This design comes from an exercise in tuning for small area, a short achievable clock period and few clock cycles per item on the open sky130 flow, not from production work. RTL that was checked went through simulation tests only; none was proved equivalent to the original. For run 2, only the layout was checked, not whether the RTL still works.

**design/flow/run.sh**
```bash
#!/bin/bash
# synth_recipe.tcl (not shown) runs the flow's synth.tcl, then flattens the netlist and writes it again
# the make line also repeats each setting of config.mk as NAME=value (left out here)
make -C /OpenROAD-flow-scripts/flow DESIGN_CONFIG=/design/flow/config.mk WORK_HOME=/design/flow/orfs CLKGATE_MAP_FILE= SYNTH_SCRIPT=/design/flow/synth_recipe.tcl finish
```
**design/flow/design.v**
```verilog
`timescale 1ns / 1ps
`default_nettype none
package ocm_pkg;
    localparam int SAMPLE_W    = 16;
    localparam int CFG_W       = 8;
    localparam int CFG_IDX_W   = 2;
    localparam int O2_W        = 10;
    localparam int DEPTH_W     = 15;
    localparam int ACC_W       = 20;
    localparam int REF_W       = ACC_W - 1;
    localparam int PROD_W      = CFG_W + SAMPLE_W - 1;
    localparam logic OP_MEAS = 1'b0;
    localparam logic OP_CAL  = 1'b1;
    typedef enum logic [CFG_IDX_W-1:0] {
        REG_AIR_O2       = 2'd0,
        REG_LIMIT_NORMAL = 2'd1,
        REG_LIMIT_TECH   = 2'd2
    } cfg_reg_t;
    localparam logic [CFG_W-1:0] AIR_O2_RESET       = 8'd209;
    localparam logic [CFG_W-1:0] LIMIT_NORMAL_RESET = 8'd140;
    localparam logic [CFG_W-1:0] LIMIT_TECH_RESET   = 8'd160;
    localparam int O2_MIN       = 10;
    localparam int O2_MAX       = 1000;
    localparam int MOD_SCALE    = 1000;
    localparam int DEPTH_OFFSET = 100;
    localparam int DEPTH_MAX    = 32767;
endpackage
`default_nettype wire
`timescale 1ns / 1ps
`default_nettype none
module ocm_div #(
    parameter int WIDTH = 8,
    parameter int ARCH  = 0
) (
    input  logic [WIDTH-1:0] a,
    input  logic [WIDTH-1:0] b,
    output logic [WIDTH-1:0] diff,
    output logic             ge
);
    localparam int LG = (WIDTH > 1) ? $clog2(WIDTH) : 1;
    logic [WIDTH-1:0] pp, gg;
    logic [WIDTH-1:0] p, g;
    assign pp = a ^ ~b;
    assign gg = a & ~b;
    always_comb
    begin
        p = pp;
        g = gg;
        g[0] = gg[0] | pp[0];
        if (ARCH == 0)
        begin
            for (int i = 1; i <= LG; i = i + 1)
                for (int j = 2**i - 1; j < WIDTH; j = j + 2**i)
                begin
                    g[j] = g[j] | (p[j] & g[j - 2**(i-1)]);
                    p[j] = p[j] & p[j - 2**(i-1)];
                end
            for (int i = LG; i > 0; i = i - 1)
                for (int j = 2**i + 2**(i-1) - 1; j < WIDTH; j = j + 2**i)
                begin
                    g[j] = g[j] | (p[j] & g[j - 2**(i-1)]);
                    p[j] = p[j] & p[j - 2**(i-1)];
                end
        end
        else if (ARCH == 1)
        begin
            for (int j = WIDTH - 1; j >= 1; j = j - 1)
                if (j % 2 == 1)
                begin
                    g[j] = g[j] | (p[j] & g[j - 1]);
                    p[j] = p[j] & p[j - 1];
                end
            for (int i = 1; i < LG; i = i + 1)
                for (int j = WIDTH - 1; j >= 2**i; j = j - 1)
                    if (j % 2 == 1)
                    begin
                        g[j] = g[j] | (p[j] & g[j - 2**i]);
                        p[j] = p[j] & p[j - 2**i];
                    end
            for (int j = WIDTH - 1; j >= 2; j = j - 1)
                if (j % 2 == 0)
                begin
                    g[j] = g[j] | (p[j] & g[j - 1]);
                    p[j] = p[j] & p[j - 1];
                end
        end
        else
        begin
            for (int i = 0; i < LG; i = i + 1)
                for (int j = WIDTH - 1; j >= 2**i; j = j - 1)
                begin
                    g[j] = g[j] | (p[j] & g[j - 2**i]);
                    p[j] = p[j] & p[j - 2**i];
                end
        end
    end
    assign diff = pp ^ {g[WIDTH-2:0], 1'b1};
    assign ge   = g[WIDTH-1];
endmodule
`default_nettype wire
`timescale 1ns / 1ps
`default_nettype none
import ocm_pkg::*;
module oxygen_cell_calibrate_and_mod #(
    parameter int CAL_SAMPLES = 10
) (
    input  logic                                  clk,
    input  logic                                  rst_n,
    input  logic                                  in_valid,
    output logic                                  in_stall,
    input  logic                                  opcode,
    input  logic signed [ocm_pkg::SAMPLE_W-1:0]   sample,
    output logic                                  out_valid,
    input  logic                                  out_stall,
    output logic [ocm_pkg::O2_W-1:0]              o2_tenths,
    output logic [ocm_pkg::DEPTH_W-1:0]           depth_normal_tenths,
    output logic [ocm_pkg::DEPTH_W-1:0]           depth_tech_tenths,
    output logic                                  calibration_done,
    output logic                                  not_calibrated,
    input  logic                                  cfg_valid,
    output logic                                  cfg_ready,
    input  logic [ocm_pkg::CFG_IDX_W-1:0]         cfg_index,
    input  logic [ocm_pkg::CFG_W-1:0]             cfg_data
);
    logic [7:0]  air_reg;
    logic [14:0] ln_reg, lt_reg;
    logic [19:0] acc_reg;
    logic [3:0]  cnt_reg;
    logic [18:0] ref_reg;
    logic [20:0] ref3_reg;
    logic [7:0]  lnr_reg, ltr_reg;
    logic        ref_ok_reg;
    logic        en, accept, cal_stall;
    logic [19:0] cal_sum;
    logic        cal_pos;
    logic v_s1, cal_s1, last_s1;
    logic [15:0] smp_s1;
    logic v_s2;
    logic [0:0] cal_s2;
    logic [0:0] nc_s2;
    logic [0:0] x_s2;
    logic [18:0] pl_s2;
    logic [18:0] ph_s2;
    logic v_s3;
    logic [0:0] cal_s3;
    logic [0:0] nc_s3;
    logic [0:0] x_s3;
    logic [25:0] p5_s3;
    logic v_s4;
    logic [0:0] cal_s4;
    logic [0:0] nc_s4;
    logic [0:0] x_s4;
    logic [0:0] ovf_s4;
    logic [18:0] rem_s4;
    logic [6:0] nl_s4;
    logic [1:0] q_s4;
    logic v_s5;
    logic [0:0] cal_s5;
    logic [0:0] nc_s5;
    logic [0:0] x_s5;
    logic [0:0] ovf_s5;
    logic [18:0] rem_s5;
    logic [4:0] nl_s5;
    logic [3:0] q_s5;
    logic v_s6;
    logic [0:0] cal_s6;
    logic [0:0] nc_s6;
    logic [0:0] x_s6;
    logic [0:0] ovf_s6;
    logic [18:0] rem_s6;
    logic [2:0] nl_s6;
    logic [5:0] q_s6;
    logic v_s7;
    logic [0:0] cal_s7;
    logic [0:0] nc_s7;
    logic [0:0] x_s7;
    logic [0:0] ovf_s7;
    logic [18:0] rem_s7;
    logic [0:0] nl_s7;
    logic [7:0] q_s7;
    logic v_s8;
    logic [0:0] cal_s8;
    logic [0:0] nc_s8;
    logic [0:0] x_s8;
    logic [0:0] ovf_s8;
    logic [18:0] rem_s8;
    logic [9:0] q_s8;
    logic v_s9;
    logic [0:0] cal_s9;
    logic [0:0] nc_s9;
    logic [0:0] x_s9;
    logic [9:0] o2_s9;
    logic [4:0] rn_s9;
    logic [4:0] rt_s9;
    logic [1:0] qn_s9;
    logic [1:0] qt_s9;
    logic v_s10;
    logic [0:0] cal_s10;
    logic [0:0] nc_s10;
    logic [0:0] x_s10;
    logic [9:0] o2_s10;
    logic [6:0] rn_s10;
    logic [6:0] rt_s10;
    logic [3:0] qn_s10;
    logic [3:0] qt_s10;
    logic v_s11;
    logic [0:0] cal_s11;
    logic [0:0] nc_s11;
    logic [0:0] x_s11;
    logic [9:0] o2_s11;
    logic [8:0] rn_s11;
    logic [8:0] rt_s11;
    logic [5:0] qn_s11;
    logic [5:0] qt_s11;
    logic v_s12;
    logic [0:0] cal_s12;
    logic [0:0] nc_s12;
    logic [0:0] x_s12;
    logic [9:0] o2_s12;
    logic [9:0] rn_s12;
    logic [9:0] rt_s12;
    logic [7:0] qn_s12;
    logic [7:0] qt_s12;
    logic v_s13;
    logic [0:0] cal_s13;
    logic [0:0] nc_s13;
    logic [0:0] x_s13;
    logic [9:0] o2_s13;
    logic [9:0] rn_s13;
    logic [9:0] rt_s13;
    logic [9:0] qn_s13;
    logic [9:0] qt_s13;
    logic v_s14;
    logic [0:0] cal_s14;
    logic [0:0] nc_s14;
    logic [0:0] x_s14;
    logic [9:0] o2_s14;
    logic [9:0] rn_s14;
    logic [9:0] rt_s14;
    logic [11:0] qn_s14;
    logic [11:0] qt_s14;
    logic v_s15;
    logic [0:0] cal_s15;
    logic [0:0] nc_s15;
    logic [0:0] x_s15;
    logic [9:0] o2_s15;
    logic [9:0] rn_s15;
    logic [9:0] rt_s15;
    logic [13:0] qn_s15;
    logic [13:0] qt_s15;
    logic v_s16;
    logic [9:0] o2_s16;
    logic [14:0] dn_s16;
    logic [14:0] dt_s16;
    logic [0:0] done_s16;
    logic [0:0] nc_s16;
    logic [19:0] sum_1;
    assign sum_1 = acc_reg + {{4{smp_s1[15]}}, smp_s1};
    logic [0:0] pos_2;
    assign pos_2 = !sum_1[19] && (sum_1 != 20'd0);
    logic [0:0] nc_3;
    assign nc_3 = (cal_s1 && last_s1) ? !pos_2 : !ref_ok_reg;
    logic [0:0] x_4;
    assign x_4 = cal_s1 ? last_s1 : (smp_s1[15] || (smp_s1 == 16'd0));
    assign cal_sum = sum_1;
    assign cal_pos = pos_2;
    logic [14:0] s15_5;
    assign s15_5 = smp_s1[14:0];
    logic [18:0] pl_6;
    assign pl_6 = 19'(s15_5) * 19'(air_reg[3:0]);
    logic [18:0] ph_7;
    assign ph_7 = 19'(s15_5) * 19'(air_reg[7:4]);
    logic [25:0] p5_8;
    assign p5_8 = 26'(pl_s2) + 26'({pl_s2, 2'd0}) + 26'({ph_s2, 4'd0}) + 26'({ph_s2, 6'd0});
    logic [0:0] ovf_9;
    assign ovf_9 = ({2'b00, p5_s3[25:9]} >= ref_reg);
    logic [16:0] rem_10;
    assign rem_10 = p5_s3[25:9];
    logic [8:0] nl_11;
    assign nl_11 = p5_s3[8:0];
    logic [18:0] tr_12;
    assign tr_12 = {rem_10, nl_11[8], nl_11[7]};
    logic [20:0] df_13;
    logic [0:0] ge_14;
    ocm_div #(.WIDTH(21), .ARCH(0)) u_df_13 (.a(21'(tr_12)), .b(21'(ref_reg)), .diff(df_13), .ge(ge_14));
    logic [20:0] df_15;
    logic [0:0] ge_16;
    ocm_div #(.WIDTH(21), .ARCH(0)) u_df_15 (.a(21'(tr_12)), .b(21'({ref_reg, 1'b0})), .diff(df_15), .ge(ge_16));
    logic [20:0] df_17;
    logic [0:0] ge_18;
    ocm_div #(.WIDTH(21), .ARCH(0)) u_df_17 (.a(21'(tr_12)), .b(21'(ref3_reg)), .diff(df_17), .ge(ge_18));
    logic [18:0] rem_19;
    assign rem_19 = ge_18 ? df_17[18:0] : ge_16 ? df_15[18:0] : ge_14 ? df_13[18:0] : tr_12[18:0];
    logic [1:0] q_20;
    assign q_20 = {ge_16, (ge_18 || (ge_14 && !ge_16))};
    logic [6:0] nl_21;
    assign nl_21 = nl_11[6:0];
    logic [20:0] tr_22;
    assign tr_22 = {rem_s4, nl_s4[6], nl_s4[5]};
    logic [20:0] df_23;
    logic [0:0] ge_24;
    ocm_div #(.WIDTH(21), .ARCH(0)) u_df_23 (.a(21'(tr_22)), .b(21'(ref_reg)), .diff(df_23), .ge(ge_24));
    logic [20:0] df_25;
    logic [0:0] ge_26;
    ocm_div #(.WIDTH(21), .ARCH(0)) u_df_25 (.a(21'(tr_22)), .b(21'({ref_reg, 1'b0})), .diff(df_25), .ge(ge_26));
    logic [20:0] df_27;
    logic [0:0] ge_28;
    ocm_div #(.WIDTH(21), .ARCH(0)) u_df_27 (.a(21'(tr_22)), .b(21'(ref3_reg)), .diff(df_27), .ge(ge_28));
    logic [18:0] rem_29;
    assign rem_29 = ge_28 ? df_27[18:0] : ge_26 ? df_25[18:0] : ge_24 ? df_23[18:0] : tr_22[18:0];
    logic [3:0] q_30;
    assign q_30 = {q_s4, ge_26, (ge_28 || (ge_24 && !ge_26))};
    logic [4:0] nl_31;
    assign nl_31 = nl_s4[4:0];
    logic [20:0] tr_32;
    assign tr_32 = {rem_s5, nl_s5[4], nl_s5[3]};
    logic [20:0] df_33;
    logic [0:0] ge_34;
    ocm_div #(.WIDTH(21), .ARCH(0)) u_df_33 (.a(21'(tr_32)), .b(21'(ref_reg)), .diff(df_33), .ge(ge_34));
    logic [20:0] df_35;
    logic [0:0] ge_36;
    ocm_div #(.WIDTH(21), .ARCH(0)) u_df_35 (.a(21'(tr_32)), .b(21'({ref_reg, 1'b0})), .diff(df_35), .ge(ge_36));
    logic [20:0] df_37;
    logic [0:0] ge_38;
    ocm_div #(.WIDTH(21), .ARCH(0)) u_df_37 (.a(21'(tr_32)), .b(21'(ref3_reg)), .diff(df_37), .ge(ge_38));
    logic [18:0] rem_39;
    assign rem_39 = ge_38 ? df_37[18:0] : ge_36 ? df_35[18:0] : ge_34 ? df_33[18:0] : tr_32[18:0];
    logic [5:0] q_40;
    assign q_40 = {q_s5, ge_36, (ge_38 || (ge_34 && !ge_36))};
    logic [2:0] nl_41;
    assign nl_41 = nl_s5[2:0];
    logic [20:0] tr_42;
    assign tr_42 = {rem_s6, nl_s6[2], nl_s6[1]};
    logic [20:0] df_43;
    logic [0:0] ge_44;
    ocm_div #(.WIDTH(21), .ARCH(0)) u_df_43 (.a(21'(tr_42)), .b(21'(ref_reg)), .diff(df_43), .ge(ge_44));
    logic [20:0] df_45;
    logic [0:0] ge_46;
    ocm_div #(.WIDTH(21), .ARCH(0)) u_df_45 (.a(21'(tr_42)), .b(21'({ref_reg, 1'b0})), .diff(df_45), .ge(ge_46));
    logic [20:0] df_47;
    logic [0:0] ge_48;
    ocm_div #(.WIDTH(21), .ARCH(0)) u_df_47 (.a(21'(tr_42)), .b(21'(ref3_reg)), .diff(df_47), .ge(ge_48));
    logic [18:0] rem_49;
    assign rem_49 = ge_48 ? df_47[18:0] : ge_46 ? df_45[18:0] : ge_44 ? df_43[18:0] : tr_42[18:0];
    logic [7:0] q_50;
    assign q_50 = {q_s6, ge_46, (ge_48 || (ge_44 && !ge_46))};
    logic [0:0] nl_51;
    assign nl_51 = nl_s6[0:0];
    logic [20:0] tr_52;
    assign tr_52 = {rem_s7, nl_s7[0], 1'b0};
    logic [20:0] df_53;
    logic [0:0] ge_54;
    ocm_div #(.WIDTH(21), .ARCH(0)) u_df_53 (.a(21'(tr_52)), .b(21'(ref_reg)), .diff(df_53), .ge(ge_54));
    logic [20:0] df_55;
    logic [0:0] ge_56;
    ocm_div #(.WIDTH(21), .ARCH(0)) u_df_55 (.a(21'(tr_52)), .b(21'({ref_reg, 1'b0})), .diff(df_55), .ge(ge_56));
    logic [20:0] df_57;
    logic [0:0] ge_58;
    ocm_div #(.WIDTH(21), .ARCH(0)) u_df_57 (.a(21'(tr_52)), .b(21'(ref3_reg)), .diff(df_57), .ge(ge_58));
    logic [18:0] rem_59;
    assign rem_59 = ge_58 ? df_57[18:0] : ge_56 ? df_55[18:0] : ge_54 ? df_53[18:0] : tr_52[18:0];
    logic [9:0] q_60;
    assign q_60 = {q_s7, ge_56, (ge_58 || (ge_54 && !ge_56))};
    logic [9:0] o2_61;
    assign o2_61 = cal_s8 ? 10'd0 : nc_s8 ? 10'd1000 : x_s8 ? 10'd10 : ovf_s8 ? 10'd1000 : (q_s8 > 10'd1000) ? 10'd1000 : (q_s8 < 10'd10) ? 10'd10 : q_s8;
    logic [2:0] rn_62;
    assign rn_62 = ln_reg[14:12];
    logic [2:0] rt_63;
    assign rt_63 = lt_reg[14:12];
    logic [3:0] trn_64;
    assign trn_64 = {rn_62, ln_reg[11]};
    logic [9:0] df_65;
    logic [0:0] ge_66;
    ocm_div #(.WIDTH(10), .ARCH(0)) u_df_65 (.a(10'(trn_64)), .b(10'(o2_61)), .diff(df_65), .ge(ge_66));
    logic [3:0] remn_67;
    assign remn_67 = ge_66 ? df_65[3:0] : trn_64[3:0];
    logic [0:0] qn_68;
    assign qn_68 = ge_66;
    logic [3:0] trt_69;
    assign trt_69 = {rt_63, lt_reg[11]};
    logic [9:0] df_70;
    logic [0:0] ge_71;
    ocm_div #(.WIDTH(10), .ARCH(0)) u_df_70 (.a(10'(trt_69)), .b(10'(o2_61)), .diff(df_70), .ge(ge_71));
    logic [3:0] remt_72;
    assign remt_72 = ge_71 ? df_70[3:0] : trt_69[3:0];
    logic [0:0] qt_73;
    assign qt_73 = ge_71;
    logic [4:0] trn_74;
    assign trn_74 = {remn_67, ln_reg[10]};
    logic [9:0] df_75;
    logic [0:0] ge_76;
    ocm_div #(.WIDTH(10), .ARCH(0)) u_df_75 (.a(10'(trn_74)), .b(10'(o2_61)), .diff(df_75), .ge(ge_76));
    logic [4:0] remn_77;
    assign remn_77 = ge_76 ? df_75[4:0] : trn_74[4:0];
    logic [1:0] qn_78;
    assign qn_78 = {qn_68, ge_76};
    logic [4:0] trt_79;
    assign trt_79 = {remt_72, lt_reg[10]};
    logic [9:0] df_80;
    logic [0:0] ge_81;
    ocm_div #(.WIDTH(10), .ARCH(0)) u_df_80 (.a(10'(trt_79)), .b(10'(o2_61)), .diff(df_80), .ge(ge_81));
    logic [4:0] remt_82;
    assign remt_82 = ge_81 ? df_80[4:0] : trt_79[4:0];
    logic [1:0] qt_83;
    assign qt_83 = {qt_73, ge_81};
    logic [5:0] trn_84;
    assign trn_84 = {rn_s9, ln_reg[9]};
    logic [9:0] df_85;
    logic [0:0] ge_86;
    ocm_div #(.WIDTH(10), .ARCH(0)) u_df_85 (.a(10'(trn_84)), .b(10'(o2_s9)), .diff(df_85), .ge(ge_86));
    logic [5:0] remn_87;
    assign remn_87 = ge_86 ? df_85[5:0] : trn_84[5:0];
    logic [2:0] qn_88;
    assign qn_88 = {qn_s9, ge_86};
    logic [5:0] trt_89;
    assign trt_89 = {rt_s9, lt_reg[9]};
    logic [9:0] df_90;
    logic [0:0] ge_91;
    ocm_div #(.WIDTH(10), .ARCH(0)) u_df_90 (.a(10'(trt_89)), .b(10'(o2_s9)), .diff(df_90), .ge(ge_91));
    logic [5:0] remt_92;
    assign remt_92 = ge_91 ? df_90[5:0] : trt_89[5:0];
    logic [2:0] qt_93;
    assign qt_93 = {qt_s9, ge_91};
    logic [6:0] trn_94;
    assign trn_94 = {remn_87, ln_reg[8]};
    logic [9:0] df_95;
    logic [0:0] ge_96;
    ocm_div #(.WIDTH(10), .ARCH(0)) u_df_95 (.a(10'(trn_94)), .b(10'(o2_s9)), .diff(df_95), .ge(ge_96));
    logic [6:0] remn_97;
    assign remn_97 = ge_96 ? df_95[6:0] : trn_94[6:0];
    logic [3:0] qn_98;
    assign qn_98 = {qn_88, ge_96};
    logic [6:0] trt_99;
    assign trt_99 = {remt_92, lt_reg[8]};
    logic [9:0] df_100;
    logic [0:0] ge_101;
    ocm_div #(.WIDTH(10), .ARCH(0)) u_df_100 (.a(10'(trt_99)), .b(10'(o2_s9)), .diff(df_100), .ge(ge_101));
    logic [6:0] remt_102;
    assign remt_102 = ge_101 ? df_100[6:0] : trt_99[6:0];
    logic [3:0] qt_103;
    assign qt_103 = {qt_93, ge_101};
    logic [7:0] trn_104;
    assign trn_104 = {rn_s10, ln_reg[7]};
    logic [9:0] df_105;
    logic [0:0] ge_106;
    ocm_div #(.WIDTH(10), .ARCH(0)) u_df_105 (.a(10'(trn_104)), .b(10'(o2_s10)), .diff(df_105), .ge(ge_106));
    logic [7:0] remn_107;
    assign remn_107 = ge_106 ? df_105[7:0] : trn_104[7:0];
    logic [4:0] qn_108;
    assign qn_108 = {qn_s10, ge_106};
    logic [7:0] trt_109;
    assign trt_109 = {rt_s10, lt_reg[7]};
    logic [9:0] df_110;
    logic [0:0] ge_111;
    ocm_div #(.WIDTH(10), .ARCH(0)) u_df_110 (.a(10'(trt_109)), .b(10'(o2_s10)), .diff(df_110), .ge(ge_111));
    logic [7:0] remt_112;
    assign remt_112 = ge_111 ? df_110[7:0] : trt_109[7:0];
    logic [4:0] qt_113;
    assign qt_113 = {qt_s10, ge_111};
    logic [8:0] trn_114;
    assign trn_114 = {remn_107, ln_reg[6]};
    logic [9:0] df_115;
    logic [0:0] ge_116;
    ocm_div #(.WIDTH(10), .ARCH(0)) u_df_115 (.a(10'(trn_114)), .b(10'(o2_s10)), .diff(df_115), .ge(ge_116));
    logic [8:0] remn_117;
    assign remn_117 = ge_116 ? df_115[8:0] : trn_114[8:0];
    logic [5:0] qn_118;
    assign qn_118 = {qn_108, ge_116};
    logic [8:0] trt_119;
    assign trt_119 = {remt_112, lt_reg[6]};
    logic [9:0] df_120;
    logic [0:0] ge_121;
    ocm_div #(.WIDTH(10), .ARCH(0)) u_df_120 (.a(10'(trt_119)), .b(10'(o2_s10)), .diff(df_120), .ge(ge_121));
    logic [8:0] remt_122;
    assign remt_122 = ge_121 ? df_120[8:0] : trt_119[8:0];
    logic [5:0] qt_123;
    assign qt_123 = {qt_113, ge_121};
    logic [9:0] trn_124;
    assign trn_124 = {rn_s11, ln_reg[5]};
    logic [9:0] df_125;
    logic [0:0] ge_126;
    ocm_div #(.WIDTH(10), .ARCH(0)) u_df_125 (.a(10'(trn_124)), .b(10'(o2_s11)), .diff(df_125), .ge(ge_126));
    logic [9:0] remn_127;
    assign remn_127 = ge_126 ? df_125[9:0] : trn_124[9:0];
    logic [6:0] qn_128;
    assign qn_128 = {qn_s11, ge_126};
    logic [9:0] trt_129;
    assign trt_129 = {rt_s11, lt_reg[5]};
    logic [9:0] df_130;
    logic [0:0] ge_131;
    ocm_div #(.WIDTH(10), .ARCH(0)) u_df_130 (.a(10'(trt_129)), .b(10'(o2_s11)), .diff(df_130), .ge(ge_131));
    logic [9:0] remt_132;
    assign remt_132 = ge_131 ? df_130[9:0] : trt_129[9:0];
    logic [6:0] qt_133;
    assign qt_133 = {qt_s11, ge_131};
    logic [10:0] trn_134;
    assign trn_134 = {remn_127, ln_reg[4]};
    logic [10:0] df_135;
    logic [0:0] ge_136;
    ocm_div #(.WIDTH(11), .ARCH(0)) u_df_135 (.a(11'(trn_134)), .b(11'(o2_s11)), .diff(df_135), .ge(ge_136));
    logic [9:0] remn_137;
    assign remn_137 = ge_136 ? df_135[9:0] : trn_134[9:0];
    logic [7:0] qn_138;
    assign qn_138 = {qn_128, ge_136};
    logic [10:0] trt_139;
    assign trt_139 = {remt_132, lt_reg[4]};
    logic [10:0] df_140;
    logic [0:0] ge_141;
    ocm_div #(.WIDTH(11), .ARCH(0)) u_df_140 (.a(11'(trt_139)), .b(11'(o2_s11)), .diff(df_140), .ge(ge_141));
    logic [9:0] remt_142;
    assign remt_142 = ge_141 ? df_140[9:0] : trt_139[9:0];
    logic [7:0] qt_143;
    assign qt_143 = {qt_133, ge_141};
    logic [10:0] trn_144;
    assign trn_144 = {rn_s12, ln_reg[3]};
    logic [10:0] df_145;
    logic [0:0] ge_146;
    ocm_div #(.WIDTH(11), .ARCH(0)) u_df_145 (.a(11'(trn_144)), .b(11'(o2_s12)), .diff(df_145), .ge(ge_146));
    logic [9:0] remn_147;
    assign remn_147 = ge_146 ? df_145[9:0] : trn_144[9:0];
    logic [8:0] qn_148;
    assign qn_148 = {qn_s12, ge_146};
    logic [10:0] trt_149;
    assign trt_149 = {rt_s12, lt_reg[3]};
    logic [10:0] df_150;
    logic [0:0] ge_151;
    ocm_div #(.WIDTH(11), .ARCH(0)) u_df_150 (.a(11'(trt_149)), .b(11'(o2_s12)), .diff(df_150), .ge(ge_151));
    logic [9:0] remt_152;
    assign remt_152 = ge_151 ? df_150[9:0] : trt_149[9:0];
    logic [8:0] qt_153;
    assign qt_153 = {qt_s12, ge_151};
    logic [10:0] trn_154;
    assign trn_154 = {remn_147, ln_reg[2]};
    logic [10:0] df_155;
    logic [0:0] ge_156;
    ocm_div #(.WIDTH(11), .ARCH(0)) u_df_155 (.a(11'(trn_154)), .b(11'(o2_s12)), .diff(df_155), .ge(ge_156));
    logic [9:0] remn_157;
    assign remn_157 = ge_156 ? df_155[9:0] : trn_154[9:0];
    logic [9:0] qn_158;
    assign qn_158 = {qn_148, ge_156};
    logic [10:0] trt_159;
    assign trt_159 = {remt_152, lt_reg[2]};
    logic [10:0] df_160;
    logic [0:0] ge_161;
    ocm_div #(.WIDTH(11), .ARCH(0)) u_df_160 (.a(11'(trt_159)), .b(11'(o2_s12)), .diff(df_160), .ge(ge_161));
    logic [9:0] remt_162;
    assign remt_162 = ge_161 ? df_160[9:0] : trt_159[9:0];
    logic [9:0] qt_163;
    assign qt_163 = {qt_153, ge_161};
    logic [10:0] trn_164;
    assign trn_164 = {rn_s13, ln_reg[1]};
    logic [10:0] df_165;
    logic [0:0] ge_166;
    ocm_div #(.WIDTH(11), .ARCH(0)) u_df_165 (.a(11'(trn_164)), .b(11'(o2_s13)), .diff(df_165), .ge(ge_166));
    logic [9:0] remn_167;
    assign remn_167 = ge_166 ? df_165[9:0] : trn_164[9:0];
    logic [10:0] qn_168;
    assign qn_168 = {qn_s13, ge_166};
    logic [10:0] trt_169;
    assign trt_169 = {rt_s13, lt_reg[1]};
    logic [10:0] df_170;
    logic [0:0] ge_171;
    ocm_div #(.WIDTH(11), .ARCH(0)) u_df_170 (.a(11'(trt_169)), .b(11'(o2_s13)), .diff(df_170), .ge(ge_171));
    logic [9:0] remt_172;
    assign remt_172 = ge_171 ? df_170[9:0] : trt_169[9:0];
    logic [10:0] qt_173;
    assign qt_173 = {qt_s13, ge_171};
    logic [10:0] trn_174;
    assign trn_174 = {remn_167, ln_reg[0]};
    logic [10:0] df_175;
    logic [0:0] ge_176;
    ocm_div #(.WIDTH(11), .ARCH(0)) u_df_175 (.a(11'(trn_174)), .b(11'(o2_s13)), .diff(df_175), .ge(ge_176));
    logic [9:0] remn_177;
    assign remn_177 = ge_176 ? df_175[9:0] : trn_174[9:0];
    logic [11:0] qn_178;
    assign qn_178 = {qn_168, ge_176};
    logic [10:0] trt_179;
    assign trt_179 = {remt_172, lt_reg[0]};
    logic [10:0] df_180;
    logic [0:0] ge_181;
    ocm_div #(.WIDTH(11), .ARCH(0)) u_df_180 (.a(11'(trt_179)), .b(11'(o2_s13)), .diff(df_180), .ge(ge_181));
    logic [9:0] remt_182;
    assign remt_182 = ge_181 ? df_180[9:0] : trt_179[9:0];
    logic [11:0] qt_183;
    assign qt_183 = {qt_173, ge_181};
    logic [10:0] trn_184;
    assign trn_184 = {rn_s14, 1'b0};
    logic [10:0] df_185;
    logic [0:0] ge_186;
    ocm_div #(.WIDTH(11), .ARCH(0)) u_df_185 (.a(11'(trn_184)), .b(11'(o2_s14)), .diff(df_185), .ge(ge_186));
    logic [9:0] remn_187;
    assign remn_187 = ge_186 ? df_185[9:0] : trn_184[9:0];
    logic [12:0] qn_188;
    assign qn_188 = {qn_s14, ge_186};
    logic [10:0] trt_189;
    assign trt_189 = {rt_s14, 1'b0};
    logic [10:0] df_190;
    logic [0:0] ge_191;
    ocm_div #(.WIDTH(11), .ARCH(0)) u_df_190 (.a(11'(trt_189)), .b(11'(o2_s14)), .diff(df_190), .ge(ge_191));
    logic [9:0] remt_192;
    assign remt_192 = ge_191 ? df_190[9:0] : trt_189[9:0];
    logic [12:0] qt_193;
    assign qt_193 = {qt_s14, ge_191};
    logic [10:0] trn_194;
    assign trn_194 = {remn_187, 1'b0};
    logic [10:0] df_195;
    logic [0:0] ge_196;
    ocm_div #(.WIDTH(11), .ARCH(0)) u_df_195 (.a(11'(trn_194)), .b(11'(o2_s14)), .diff(df_195), .ge(ge_196));
    logic [9:0] remn_197;
    assign remn_197 = ge_196 ? df_195[9:0] : trn_194[9:0];
    logic [13:0] qn_198;
    assign qn_198 = {qn_188, ge_196};
    logic [10:0] trt_199;
    assign trt_199 = {remt_192, 1'b0};
    logic [10:0] df_200;
    logic [0:0] ge_201;
    ocm_div #(.WIDTH(11), .ARCH(0)) u_df_200 (.a(11'(trt_199)), .b(11'(o2_s14)), .diff(df_200), .ge(ge_201));
    logic [9:0] remt_202;
    assign remt_202 = ge_201 ? df_200[9:0] : trt_199[9:0];
    logic [13:0] qt_203;
    assign qt_203 = {qt_193, ge_201};
    logic [10:0] trn_204;
    assign trn_204 = {rn_s15, 1'b0};
    logic [10:0] df_205;
    logic [0:0] ge_206;
    ocm_div #(.WIDTH(11), .ARCH(0)) u_df_205 (.a(11'(trn_204)), .b(11'(o2_s15)), .diff(df_205), .ge(ge_206));
    logic [9:0] remn_207;
    assign remn_207 = ge_206 ? df_205[9:0] : trn_204[9:0];
    logic [14:0] qn_208;
    assign qn_208 = {qn_s15, ge_206};
    logic [10:0] trt_209;
    assign trt_209 = {rt_s15, 1'b0};
    logic [10:0] df_210;
    logic [0:0] ge_211;
    ocm_div #(.WIDTH(11), .ARCH(0)) u_df_210 (.a(11'(trt_209)), .b(11'(o2_s15)), .diff(df_210), .ge(ge_211));
    logic [9:0] remt_212;
    assign remt_212 = ge_211 ? df_210[9:0] : trt_209[9:0];
    logic [14:0] qt_213;
    assign qt_213 = {qt_s15, ge_211};
    logic [14:0] depn_214;
    assign depn_214 = (cal_s15 || (qn_208 < 15'd100)) ? 15'd0 : (qn_208 - 15'd100);
    logic [14:0] dept_215;
    assign dept_215 = (cal_s15 || (qt_213 < 15'd100)) ? 15'd0 : (qt_213 - 15'd100);
    logic [0:0] done_216;
    assign done_216 = cal_s15 && x_s15;
    assign en        = !(v_s16 && out_stall);
    assign cal_stall = (cnt_reg == 4'd9) && ((v_s1 && !cal_s1) || (v_s2 && !cal_s2) || (v_s3 && !cal_s3) || (v_s4 && !cal_s4) || (v_s5 && !cal_s5) || (v_s6 && !cal_s6) || (v_s7 && !cal_s7));
    assign in_stall  = !en || cal_stall;
    assign accept    = in_valid && !in_stall;
    always_ff @(posedge clk or negedge rst_n)
    begin
        if (!rst_n)
        begin
            air_reg    <= 8'd209;
            ln_reg     <= 15'd17500;
            lt_reg     <= 15'd20000;
            acc_reg    <= '0;
            cnt_reg    <= '0;
            ref_reg    <= '0;
            ref_ok_reg <= 1'b0;
            v_s1       <= 1'b0;
            v_s2 <= 1'b0;
            v_s3 <= 1'b0;
            v_s4 <= 1'b0;
            v_s5 <= 1'b0;
            v_s6 <= 1'b0;
            v_s7 <= 1'b0;
            v_s8 <= 1'b0;
            v_s9 <= 1'b0;
            v_s10 <= 1'b0;
            v_s11 <= 1'b0;
            v_s12 <= 1'b0;
            v_s13 <= 1'b0;
            v_s14 <= 1'b0;
            v_s15 <= 1'b0;
            v_s16 <= 1'b0;
        end
        else
        begin
            if (cfg_valid)
            begin
                case (cfg_index)
                    2'd0: air_reg  <= cfg_data;
                    2'd1: ln_reg   <= {cfg_data, 7'd0} - 15'(cfg_data) - {6'd0, cfg_data, 1'b0};
                    2'd2: lt_reg   <= {cfg_data, 7'd0} - 15'(cfg_data) - {6'd0, cfg_data, 1'b0};
                    default: ;
                endcase
            end
            if (accept && opcode)
                cnt_reg <= (cnt_reg == 4'd9) ? 4'd0 : cnt_reg + 4'd1;
            if (en)
            begin
                v_s1 <= accept;
                v_s2 <= v_s1;
                v_s3 <= v_s2;
                v_s4 <= v_s3;
                v_s5 <= v_s4;
                v_s6 <= v_s5;
                v_s7 <= v_s6;
                v_s8 <= v_s7;
                v_s9 <= v_s8;
                v_s10 <= v_s9;
                v_s11 <= v_s10;
                v_s12 <= v_s11;
                v_s13 <= v_s12;
                v_s14 <= v_s13;
                v_s15 <= v_s14;
                v_s16 <= v_s15;
                if (v_s1 && cal_s1)
                begin
                    if (last_s1)
                    begin
                        ref_reg    <= cal_sum[18:0];
                        ref_ok_reg <= cal_pos;
                        acc_reg    <= '0;
                    end
                    else
                        acc_reg <= cal_sum;
                end
            end
        end
    end
    always_ff @(posedge clk)
    begin
        ref3_reg <= 21'(ref_reg) + {1'b0, ref_reg, 1'b0};
        if (en)
        begin
            cal_s1  <= opcode;
            last_s1 <= (cnt_reg == 4'd9);
            smp_s1  <= sample;
            cal_s2 <= cal_s1;
            nc_s2 <= nc_3;
            x_s2 <= x_4;
            pl_s2 <= pl_6;
            ph_s2 <= ph_7;
            cal_s3 <= cal_s2;
            nc_s3 <= nc_s2;
            x_s3 <= x_s2;
            p5_s3 <= p5_8;
            cal_s4 <= cal_s3;
            nc_s4 <= nc_s3;
            x_s4 <= x_s3;
            ovf_s4 <= ovf_9;
            rem_s4 <= rem_19;
            nl_s4 <= nl_21;
            q_s4 <= q_20;
            cal_s5 <= cal_s4;
            nc_s5 <= nc_s4;
            x_s5 <= x_s4;
            ovf_s5 <= ovf_s4;
            rem_s5 <= rem_29;
            nl_s5 <= nl_31;
            q_s5 <= q_30;
            cal_s6 <= cal_s5;
            nc_s6 <= nc_s5;
            x_s6 <= x_s5;
            ovf_s6 <= ovf_s5;
            rem_s6 <= rem_39;
            nl_s6 <= nl_41;
            q_s6 <= q_40;
            cal_s7 <= cal_s6;
            nc_s7 <= nc_s6;
            x_s7 <= x_s6;
            ovf_s7 <= ovf_s6;
            rem_s7 <= rem_49;
            nl_s7 <= nl_51;
            q_s7 <= q_50;
            cal_s8 <= cal_s7;
            nc_s8 <= nc_s7;
            x_s8 <= x_s7;
            ovf_s8 <= ovf_s7;
            rem_s8 <= rem_59;
            q_s8 <= q_60;
            cal_s9 <= cal_s8;
            nc_s9 <= nc_s8;
            x_s9 <= x_s8;
            o2_s9 <= o2_61;
            rn_s9 <= remn_77;
            rt_s9 <= remt_82;
            qn_s9 <= qn_78;
            qt_s9 <= qt_83;
            cal_s10 <= cal_s9;
            nc_s10 <= nc_s9;
            x_s10 <= x_s9;
            o2_s10 <= o2_s9;
            rn_s10 <= remn_97;
            rt_s10 <= remt_102;
            qn_s10 <= qn_98;
            qt_s10 <= qt_103;
            cal_s11 <= cal_s10;
            nc_s11 <= nc_s10;
            x_s11 <= x_s10;
            o2_s11 <= o2_s10;
            rn_s11 <= remn_117;
            rt_s11 <= remt_122;
            qn_s11 <= qn_118;
            qt_s11 <= qt_123;
            cal_s12 <= cal_s11;
            nc_s12 <= nc_s11;
            x_s12 <= x_s11;
            o2_s12 <= o2_s11;
            rn_s12 <= remn_137;
            rt_s12 <= remt_142;
            qn_s12 <= qn_138;
            qt_s12 <= qt_143;
            cal_s13 <= cal_s12;
            nc_s13 <= nc_s12;
            x_s13 <= x_s12;
            o2_s13 <= o2_s12;
            rn_s13 <= remn_157;
            rt_s13 <= remt_162;
            qn_s13 <= qn_158;
            qt_s13 <= qt_163;
            cal_s14 <= cal_s13;
            nc_s14 <= nc_s13;
            x_s14 <= x_s13;
            o2_s14 <= o2_s13;
            rn_s14 <= remn_177;
            rt_s14 <= remt_182;
            qn_s14 <= qn_178;
            qt_s14 <= qt_183;
            cal_s15 <= cal_s14;
            nc_s15 <= nc_s14;
            x_s15 <= x_s14;
            o2_s15 <= o2_s14;
            rn_s15 <= remn_197;
            rt_s15 <= remt_202;
            qn_s15 <= qn_198;
            qt_s15 <= qt_203;
            o2_s16 <= o2_s15;
            dn_s16 <= depn_214;
            dt_s16 <= dept_215;
            done_s16 <= done_216;
            nc_s16 <= nc_s15;
        end
    end
    assign cfg_ready           = 1'b1;
    assign out_valid           = v_s16;
    assign o2_tenths           = o2_s16;
    assign depth_normal_tenths = dn_s16;
    assign depth_tech_tenths   = dt_s16;
    assign calibration_done    = done_s16;
    assign not_calibrated      = nc_s16;
endmodule
`default_nettype wire
```
**design/flow/constraint.sdc**
```tcl
create_clock -name core_clock -period 6.0 [get_ports {clk}]
set_input_delay 1.2000 -clock core_clock [delete_from_list [all_inputs] [get_ports {clk}]]
set_output_delay 1.2000 -clock core_clock [all_outputs]
set_load 0.01 [all_outputs]
```
**design/flow/config.mk**
```make
export PLATFORM = sky130hd
export DESIGN_NAME = oxygen_cell_calibrate_and_mod
export DESIGN_NICKNAME = oxygen_cell_calibrate_and_mod
export VERILOG_FILES = /design/flow/design.v
export SDC_FILE = /design/flow/constraint.sdc
export NUM_CORES = 4
export LEC_CHECK = 0
export CAP_MARGIN = 20
export CORE_MARGIN = 2
export CORE_UTILIZATION = 66
export SETUP_SLACK_MARGIN = 1.5
export SLEW_MARGIN = 20
```
==> results.rst, run 1 <==
.. list-table::
   :header-rows: 1

   * - Metric
     - Value
   * - Critical path data arrival time
     - 5.30 ns
   * - Number of global-route vias before repair
     - about 38k
   * - Antenna cell count
     - 0
   * - Post-synthesis compound-gate area fraction
     - 12.5%
   * - Initial detailed-routing violation count
     - 2463
   * - Crit Path Category
     - flop to flop
   * - Synth warnings
     - 4
   * - Post-route setup TNS
     - 0 ns
   * - Share of synthesized area occupied by flip-flops and latches
     - between 30% and 40%
   * - Floorplan core area
     - 80700 um^2
   * - Multi-input gate area in the final layout
     - between 30000 and 40000 um^2
   * - Kind of launch point of the worst setup path
     - flop
   * - Slew HR
     - 24.7%
   * - Crit-path max FO
     - 7
   * - Fin nets
     - between 6k and 7k
   * - Mux contribution to synthesized area
     - 4.77%
   * - Count of endpoints failing hold in the final timing report
     - 0
   * - Post-route clock skew
     - between 0.04 and 0.05 ns
   * - Pin count of the biggest net entering global routing
     - 170
   * - Die Span Y
     - just under 300 um
   * - FFs w/ async S/R, synth
     - between 10% and 20%
   * - RR Startpoint
     - o2_s12[0]$_DFFE_PN_
   * - Ratio of routed vias to standard cells
     - 6.15
   * - Max Clock Freq
     - 204 MHz
   * - Area of placed instances
     - roughly 56000 um^2
   * - Layout cell share with drive strength beyond 1
     - 17.3%
   * - Top-Level Pins
     - 77
   * - Class of the tightest hold or removal check
     - flop to flop
   * - Mapped Cells
     - between 4k and 5k
   * - Die outline area
     - between 80000 and 90000 um^2
   * - Net count of the mapped netlist
     - just under 6k
   * - Crit path time final
     - around 5 ns
   * - Start point of the worst hold path
     - x_s7$_DFFE_PN_
   * - Number of iterations in the first detailed-routing pass
     - 7
   * - Cell Count, Final, Fillers Out
     - between 6k and 7k
   * - Area fraction of the dominant cell type after synthesis
     - between 30 and 40%
   * - Depth of the worst register-to-register path
     - 20
   * - Average cell area after synthesis
     - ~11 um^2
   * - Area delta synth->final
     - 15.8%
   * - Parity-gate share of the synthesized area counting xor and xnor cells
     - 4.95%
   * - Sum of net half-perimeters after detailed placement
     - 93100 um
   * - Worst slew pin tran
     - 1.13 ns
   * - Overall fraction of global-route tracks in use
     - a little under a third
   * - Total grt overflow
     - 0
   * - Deepest clock path buffer count
     - 3
   * - Drc violations
     - 0
   * - Horizontal die dimension
     - roughly 290 um
   * - Simple logic cell fraction of the synthesized area
     - a little under a tenth
   * - Via Count
     - around 39k
   * - Effective utilization at floorplan
     - 66.8%
   * - Total wire length after detailed routing
     - about 140000 um
   * - Leading area contributor after synthesis
     - sky130_fd_sc_hd__edfxtp_1
   * - Hold slack
     - approximately 0.4 ns
   * - Ratio of final minimum period to clock period
     - slightly above 80%
   * - Clock sink total
     - 716
   * - Commonest non-fill, non-tap cell in the layout
     - sky130_fd_sc_hd__ha_1
   * - Status
     - finished clean
   * - Total of endpoints with negative setup slack in the final report
     - 0
   * - Count of distinct cell types in the synthesized netlist
     - 85
   * - Number of instances on the worst hold path
     - 0
   * - Max reg flops
     - 26
   * - Number of antenna violations at the first check in global routing
     - 0
   * - TritonCTS buffer count
     - 80
   * - WP data required
     - 6.40 ns
   * - Post-synthesis cell area
     - approximately 54000 um^2
   * - Wire length of the first global-routing pass
     - between 200000 and 250000 um
   * - Placed cell count
     - slightly below 6k
   * - TritonCTS clock tree
     - built
   * - Average detailed-routed wire length per instance
     - about 22 um
   * - Dominant combinational cell family by area after synthesis
     - adder cells
   * - Standard-cell rows
     - approximately 100
   * - Last weighted congestion value of the routability-driven placer
     - 0.884
   * - Cells taking the most area after synthesis
     - sky130_fd_sc_hd__edfxtp_1, sky130_fd_sc_hd__ha_1, sky130_fd_sc_hd__fa_1
   * - Number of filler instances in the final layout
     - ~5.1k
   * - Post-layout instance area
     - approximately 62000 um^2
   * - CTS root buffer
     - sky130_fd_sc_hd__clkbuf_16
   * - Setup repair after global routing missed its margin
     - yes
   * - Final Max Tran Viols
     - 0
   * - Antenna-violating nets left
     - 0
   * - Endpoint type of the worst setup path
     - flop
   * - Number of enable-type register cells in the synthesized netlist
     - 597
   * - Area used by sequential logic in the layout
     - between 20000 and 25000 um^2
   * - Post-synthesis adder-cell area fraction
     - a little over a quarter
   * - Startpoint of the worst setup timing path
     - o2_s12[0]$_DFFE_PN_
   * - Clock slew seen by the registers of the worst setup and hold paths
     - around 0.060 ns
   * - Most frequent cells in the layout
     - sky130_fd_sc_hd__ha_1, sky130_fd_sc_hd__edfxtp_1, sky130_fd_sc_hd__inv_1
   * - Count of max-cap constraint violations
     - 0
   * - Flops & latches, synth
     - ~720
   * - Top flip-flop cell by instance count after synthesis
     - sky130_fd_sc_hd__edfxtp_1
   * - Clock network latency to the later pin of the worst-skew pair
     - ~0.66 ns
   * - Count of buffers inserted at the top-level ports
     - 75
   * - H-tree depth
     - 3
-- layer usage --
layer	global-route usage (%)	up-vias	share of wire [%]	wire, um
met5	0	-	0	0
met4	11.2	0	4.2	5800
met3	3.81	351	4.4	6000
met2	54.2	1152	50	68300
met1	39.5	19000	41	56300
li1	-	18100	-	-
-- per-stage QoR --
step | util, % | setup slack [ns]
final | 77.4 | 1.10
after global routing | 77.4 | 0.899
after CTS | 75.7 | 1.32
after detailed placement | 69.8 | 0.888
after global placement | 69.8 | 0.946
after floorplan | - | 1.40
-- synthesized netlist by cell type, drive strengths merged (11+ instances only) --
cell	instances
a211o	15
a211oi	67
a21boi	12
a21o	160
a21oi	272
a22o	11
a22oi	17
a31oi	22
and2	50
and3	35
buf	41
clkbuf	62
dfrtp	83
dfstp	15
dfxtp	21
edfxtp	597
fa	304
ha	661
inv	375
mux2	192
mux2i	41
nand2	335
nand2b	61
nand3	59
nand4	21
nor2	269
nor2b	47
nor3	80
nor4	22
o211ai	30
o21a	56
o21ai	194
o21bai	37
o22ai	56
o31ai	13
or2	12
or3	21
xnor2	161
xor2	144
-- logic make-up after synthesis --
logic type | after synthesis
adders and majority gates | 965
muxes | 233
and+or+nand+nor | 1038
buffers and inverters | 478
AOI/OAI and AO/OA | 1034
DFF | 716
other | 1
xor gates and xnor gates | 305
-- area by class of cell --
cell class                      instances  share of cell area [%]
Inverter                              375                    2.30
Sequential cell                       716                    33.3
Clock buffer                          102                    3.47
Multi-Input combinational cell       3578                    52.4
Tap cell                             1060                    2.12
Timing Repair Buffer                  407                    5.57
Clock inverter                         46                   0.771
-- final timing paths --
check                                               end  slack [ns]
worst max-delay path                rt_s13[5]$_DFFE_PN_        1.10
worst min-delay path                     x_s8$_DFFE_PN_        0.39
worst max register to register      rt_s13[5]$_DFFE_PN_        1.10
worst min register to register           x_s8$_DFFE_PN_        0.39
max in group asynchronous       ref_reg[11]$_DFFE_PN0P_        4.20
min in group asynchronous        air_reg[3]$_DFFE_PN0P_        0.64
-- critical path, stage by stage (launching register included) --
cell and delay [ns]:
sky130_fd_sc_hd__edfxtp_1 0.39, sky130_fd_sc_hd__buf_6 0.11, sky130_fd_sc_hd__buf_6 0.09, sky130_fd_sc_hd__ha_4 0.12, sky130_fd_sc_hd__inv_2 0.04, sky130_fd_sc_hd__fa_2 0.39, sky130_fd_sc_hd__a21o_1 0.18, sky130_fd_sc_hd__a21o_1 0.17
sky130_fd_sc_hd__a21o_1 0.16, sky130_fd_sc_hd__a21o_1 0.21, sky130_fd_sc_hd__buf_4 0.15, sky130_fd_sc_hd__fa_1 0.39, sky130_fd_sc_hd__xnor2_1 0.16, sky130_fd_sc_hd__a21oi_1 0.40, sky130_fd_sc_hd__ha_1 0.33, sky130_fd_sc_hd__o21ai_0 0.36
sky130_fd_sc_hd__a21oi_4 0.08, sky130_fd_sc_hd__nor4_2 0.30, sky130_fd_sc_hd__a21oi_2 0.11, sky130_fd_sc_hd__buf_6 0.18, sky130_fd_sc_hd__mux2_4 0.30
-- repair_timing --
| item | in CTS | in global routing |
|---|---|---|
| buffers inserted | 166 | 101 |
| pin swaps | 123 | 138 |
| hold buffers | 0 | 0 |
| gates cloned | 8 | 1 |
| resized for setup | 215 | 140 |
| endpoints found under the hold margin | 0 | 0 |
| endpoints found under the setup margin | 139 | 143 |
Testbench counts, summed over its fixed seeds: cycles 1,408, items 1,280.
==> run 2: changes to the inputs <==
--- a/design/flow/design.v
+++ b/design/flow/design.v
@@ -135,4 +135,4 @@
     logic        cal_pos;
-    logic v_s1, cal_s1, last_s1;
-    logic [15:0] smp_s1;
+    logic last_in;
+    assign last_in = (cnt_reg == 4'd9);
     logic v_s2;
@@ -257,3 +257,3 @@
     logic [19:0] sum_1;
-    assign sum_1 = acc_reg + {{4{smp_s1[15]}}, smp_s1};
+    assign sum_1 = acc_reg + {{4{sample[15]}}, sample};
     logic [0:0] pos_2;
@@ -261,5 +261,5 @@
     logic [0:0] nc_3;
-    assign nc_3 = (cal_s1 && last_s1) ? !pos_2 : !ref_ok_reg;
+    assign nc_3 = (opcode && last_in) ? !pos_2 : !ref_ok_reg;
     logic [0:0] x_4;
-    assign x_4 = cal_s1 ? last_s1 : (smp_s1[15] || (smp_s1 == 16'd0));
+    assign x_4 = opcode ? last_in : (sample[15] || (sample == 16'd0));
     assign cal_sum = sum_1;
@@ -267,3 +267,3 @@
     logic [14:0] s15_5;
-    assign s15_5 = smp_s1[14:0];
+    assign s15_5 = sample[14:0];
     logic [18:0] pl_6;
@@ -646,3 +646,3 @@
     assign en        = !(v_s16 && out_stall);
-    assign cal_stall = (cnt_reg == 4'd9) && ((v_s1 && !cal_s1) || (v_s2 && !cal_s2) || (v_s3 && !cal_s3) || (v_s4 && !cal_s4) || (v_s5 && !cal_s5) || (v_s6 && !cal_s6) || (v_s7 && !cal_s7));
+    assign cal_stall = (cnt_reg == 4'd9) && ((v_s2 && !cal_s2) || (v_s3 && !cal_s3) || (v_s4 && !cal_s4) || (v_s5 && !cal_s5) || (v_s6 && !cal_s6) || (v_s7 && !cal_s7));
     assign in_stall  = !en || cal_stall;
@@ -660,3 +660,2 @@
             ref_ok_reg <= 1'b0;
-            v_s1       <= 1'b0;
             v_s2 <= 1'b0;
@@ -692,4 +691,3 @@
             begin
-                v_s1 <= accept;
-                v_s2 <= v_s1;
+                v_s2 <= accept;
                 v_s3 <= v_s2;
@@ -708,5 +706,5 @@
                 v_s16 <= v_s15;
-                if (v_s1 && cal_s1)
+                if (accept && opcode)
                 begin
-                    if (last_s1)
+                    if (last_in)
                     begin
@@ -727,6 +725,3 @@
         begin
-            cal_s1  <= opcode;
-            last_s1 <= (cnt_reg == 4'd9);
-            smp_s1  <= sample;
-            cal_s2 <= cal_s1;
+            cal_s2 <= opcode;
             nc_s2 <= nc_3;
--- a/design/flow/config.mk
+++ b/design/flow/config.mk
@@ -9,3 +9,3 @@
 export CORE_MARGIN = 2
-export CORE_UTILIZATION = 66
+export CORE_UTILIZATION = 60
 export SETUP_SLACK_MARGIN = 1.5
==> run 2 against run 1 <==
Net effect:
- still clean
- worst hold slack worse by 0.012 ns
- register-to-register slack got worse by 0.15 ns
- non-clock buffer count fell by 24
- design area is 0.35% higher
- via count shrank 4.2%
- global-route usage decreased by 1.7 points
- die area is 10% higher
- clock-buffer cell count grew 5
- critical path type unchanged
- largest cell class unchanged
==> results.rst, run 2 <==
.. list-table::
   :header-rows: 1

   * - Metric
     - Value
   * - Count of max-cap constraint violations
     - 0
   * - GRT met1 Usage
     - between 30% and 40%
   * - Share of synthesized area occupied by flip-flops and latches
     - 37.5%
   * - R2R Path End
     - rt_s9[1]$_DFFE_PN_
   * - Crit-path max FO
     - 5
   * - Total grt overflow
     - 0
   * - Leading area contributor after synthesis
     - sky130_fd_sc_hd__edfxtp_1
   * - Area fraction of the dominant cell type after synthesis
     - roughly 32%
   * - Max reg flops
     - 26
   * - Most frequent cells in the layout
     - sky130_fd_sc_hd__ha_1, sky130_fd_sc_hd__edfxtp_1, sky130_fd_sc_hd__inv_1
   * - TritonCTS buffer count
     - 80
   * - Area used by sequential logic in the layout
     - a little over 20000 um^2
   * - CTS root buffer
     - sky130_fd_sc_hd__clkbuf_16
   * - Final Max Tran Viols
     - 0
   * - Clock network latency to the later pin of the worst-skew pair
     - 0.69 ns
   * - Effective utilization at floorplan
     - roughly 60%
   * - Start point of the worst hold path
     - ovf_s4$_DFFE_PN_
   * - Count of hold-fix buffers inserted at cts
     - 0
   * - Max incr delay on CP
     - between 0.4 and 0.5 ns
   * - Cells taking the most area after synthesis
     - sky130_fd_sc_hd__edfxtp_1, sky130_fd_sc_hd__ha_1, sky130_fd_sc_hd__fa_1
   * - Number of filler instances in the final layout
     - between 6k and 7k
   * - WP data required
     - ~6.4 ns
   * - Bufs and invs on worst path
     - 5
   * - Cells traversed along the worst timing path
     - or3_4 > a21oi_2 > nor2_2 > or4b_4 > or3_4 > inv_2 > and2_4 > buf_6 > ha_4 > fa_2 > inv_2 > a21o_1 > a21oi_2 > nor2_4 > mux2_4 > inv_4 > ha_4 > a21o_1 > a21oi_2 > nor2b_1 > o21ai_2 > buf_6 > mux2_4
   * - Count of endpoints failing hold in the final timing report
     - 0
   * - Slew HR
     - around 20%
   * - Average cell area after synthesis
     - ~11 um^2
   * - Area of placed instances
     - ~57000 um^2
   * - Flops & latches, synth
     - ~700
   * - Sum of net half-perimeters after detailed placement
     - about 100000 um
   * - Via Count
     - 37.0k
   * - Layout cell share with drive strength beyond 1
     - 18.0%
   * - Net count of the mapped netlist
     - approximately 5.7k
   * - Class of the tightest hold or removal check
     - flop to flop
   * - Average detailed-routed wire length per instance
     - roughly 21 um
   * - Worst R2R Setup Slack
     - around 0.96 ns
   * - Number of enable-type register cells in the synthesized netlist
     - just under 600
   * - Horizontal die dimension
     - ~300 um
   * - Count of buffers inserted at the top-level ports
     - 75
   * - Max Clock Freq
     - 198 MHz
   * - Number of global-route vias before repair
     - 37.4k
   * - Most Used Layer, Global Route
     - met2
   * - Number of iterations in the first detailed-routing pass
     - 8
   * - Top-Level Pins
     - between 70 and 80
   * - Status
     - finished clean
   * - Kind of launch point of the worst setup path
     - flop
   * - Post-layout instance area
     - 62700 um^2
   * - Wire length of the first global-routing pass
     - 210000 um
   * - Synth top cells by count
     - sky130_fd_sc_hd__ha_1, sky130_fd_sc_hd__edfxtp_1, sky130_fd_sc_hd__inv_1, sky130_fd_sc_hd__nand2_1, sky130_fd_sc_hd__fa_1
   * - Multi-input gate area in the final layout
     - approximately 33000 um^2
   * - Crit path time final
     - just over 5 ns
   * - Pin count of the biggest net entering global routing
     - approximately 200
   * - Count of distinct cell types in the synthesized netlist
     - 94
   * - FFs w/ async S/R, synth
     - roughly 14%
   * - Total wire length after detailed routing
     - between 100000 and 150000 um
   * - Initial detailed-routing violation count
     - around 2.2k
   * - Total of endpoints with negative setup slack in the final report
     - 0
   * - Mapped Cells
     - around 4.8k
   * - Kind of cell with the highest combined delay on the critical path
     - simple AND/OR/NAND/NOR gates
   * - Commonest non-fill, non-tap cell in the layout
     - sky130_fd_sc_hd__ha_1
   * - Crit Path Category
     - flop to flop
   * - Worst min-delay path endpoint
     - ovf_s5$_DFFE_PN_
   * - Number of instances on the worst hold path
     - 0
   * - Post-synthesis cell area
     - ~54000 um^2
   * - Worst slew pin tran
     - about 1.2 ns
   * - Setup repair after global routing missed its margin
     - yes
   * - Critical path data arrival time
     - 5.47 ns
   * - RR Startpoint
     - q_s8[2]$_DFFE_PN_
   * - Overall fraction of global-route tracks in use
     - 29.1%
   * - M2 GR Usage
     - about 52%
   * - Cell with the most instances after synthesis
     - sky130_fd_sc_hd__ha_1
   * - Endpoint type of the worst setup path
     - flop
   * - Clock slew seen by the registers of the worst setup and hold paths
     - about 0.060 ns
   * - Floorplan core area
     - 89600 um^2
   * - Post-route clock skew
     - roughly 0.055 ns
   * - Antenna cell count
     - 0
   * - Depth of the worst register-to-register path
     - 23
   * - Deepest clock path buffer count
     - 3
   * - Synth warnings
     - 4
   * - Global routing usage on met3
     - about 3.6%
   * - Antenna-violating nets left
     - 0
   * - Post-route setup TNS
     - 0 ns
   * - Area delta synth->final
     - 16.0%
   * - Ratio of routed vias to standard cells
     - roughly 5.8
   * - Number of antenna violations at the first check in global routing
     - 0
   * - Most repeated library cell on the critical path
     - sky130_fd_sc_hd__a21oi_2
   * - Fin nets
     - 6118
   * - TritonCTS clock tree
     - built
   * - Die Span Y
     - about 300 um
   * - H-tree depth
     - 3
   * - Die outline area
     - 92500 um^2
   * - Last weighted congestion value of the routability-driven placer
     - just under 0.9
   * - Top flip-flop cell by instance count after synthesis
     - sky130_fd_sc_hd__edfxtp_1
   * - Ratio of final minimum period to clock period
     - 84.1%
   * - Worst-path cell with the longest stage delay
     - sky130_fd_sc_hd__or4b_4
   * - Drc violations
     - 0
   * - Standard-cell rows
     - between 100 and 150
   * - Clock sink total
     - 697
[run 2: cell types whose count changed after synthesis, moves of 14 or more]
cell,before,now
sky130_fd_sc_hd__nand2b_1,61,46
sky130_fd_sc_hd__mux2i_1,41,155
sky130_fd_sc_hd__a211oi_1,67,29
sky130_fd_sc_hd__a21oi_1,270,220
sky130_fd_sc_hd__edfxtp_1,597,579
sky130_fd_sc_hd__o21a_1,56,75
sky130_fd_sc_hd__o31ai_1,13,44
sky130_fd_sc_hd__mux2_1,0,14
sky130_fd_sc_hd__a22oi_1,17,2
sky130_fd_sc_hd__xor2_1,144,126
sky130_fd_sc_hd__nor3_1,75,92
sky130_fd_sc_hd__o211ai_1,29,14
sky130_fd_sc_hd__nor2_1,269,235
sky130_fd_sc_hd__o22ai_1,54,8
[run 2: stage by stage]
| stage | instances | worst slack (ns) | util, % | hold WS, ns |
|---|---|---|---|---|
| finish | 6365 | 0.955 | 70.0 | 0.383 |
| global route | 6365 | 0.818 | 70.0 | 0.395 |
| CTS | 6298 | 0.978 | 69.0 | 0.375 |
| detailed placement | 5980 | 0.283 | 63.4 | 0.405 |
| global placement | 5980 | 0.284 | 63.4 | 0.401 |
| floorplan | 4752 | 1.15 | - | 0.400 |
[run 2: layer usage]
metal  wire length (um)  vias up
li1                   -    17900
met1              53000    18100
met2              69200      726
met3               4900      279
met4               7820        0
met5                  0        -
[run 2: repair_timing]
item                                    in CTS  in global routing
endpoints found under the hold margin        0                  0
endpoints found under the setup margin     138                147
cloned                                       5                  0
resized for setup                          237                 94
pin swaps                                  142                115
buffers inserted                           163                 66
[run 2: area by class of cell]
cell class	instances	share of cell area, %
clock inverters	43	0.946
inverters	386	2.35
multi-input cells	3573	53.2
clock buffers	107	3.52
well taps	1176	2.35
repair buffers	383	5.31
flip-flops and latches	697	32.3
[run 2: worst max-delay path by stage]
stage                          start                  end  slack [ns]  depth (start not counted)
6_report           q_s8[2]$_DFFE_PN_   rt_s9[1]$_DFFE_PN_        0.96                         23
5_1_grt          o2_s12[0]$_DFFE_PN_  rt_s13[9]$_DFFE_PN_        0.82                         22
4_1_cts          o2_s12[0]$_DFFE_PN_  rn_s13[9]$_DFFE_PN_        0.98                         20
3_5_place_dp     o2_s13[0]$_DFFE_PN_  rt_s14[0]$_DFFE_PN_        0.28                         19
3_3_place_gp     o2_s13[0]$_DFFE_PN_  rt_s14[0]$_DFFE_PN_        0.28                         19
2_1_floorplan  lt_reg[3]$_DFFE_PN0P_  rt_s13[9]$_DFFE_PN_        1.15                         24
[run 2: cells by family (layout without fill, tap and decap cells)]
family,count (synthesis),in the layout,synth area share (%)
and+or+nand+nor,1009,1013,8.86
adders and majority gates,965,965,26.6
AOI/OAI and AO/OA,942,942,11.7
DFF,697,697,37.5
buffers and inverters,486,919,3.51
muxes,360,360,7.15
xor gates and xnor gates,292,292,4.73
other,1,1,0.00694

-- separate check: timing with driven ports --
The results above use ideal ports. As a check the final layouts listed here were re-extracted and re-timed, cells and wires unchanged. Step 1 (the two cells are an assumption about what drives the block):
set clk [get_ports {clk}]
set_driving_cell -lib_cell sky130_fd_sc_hd__clkbuf_16 $clk
set_driving_cell -lib_cell sky130_fd_sc_hd__buf_2 [delete_from_list [all_inputs] $clk]
Step 2 times the ports against the registers' clock, not the clock port: input delays grow and output delays shrink by t, the midpoint of the rising clock arrivals with the driver on. a / b / c = ideal ports / drivers / drivers and shift; a / b = the first two.
| run | t (ns) | setup WS [ns] | pins driven straight from the clock port |
|---|---|---|---|
| run 1 | 0.713 | 1.102 / 1.102 / 1.102 | 1 |
| run 2 | 0.736 | 0.955 / 0.955 / 0.955 | 1 |
After both steps every run listed still meets setup and hold.
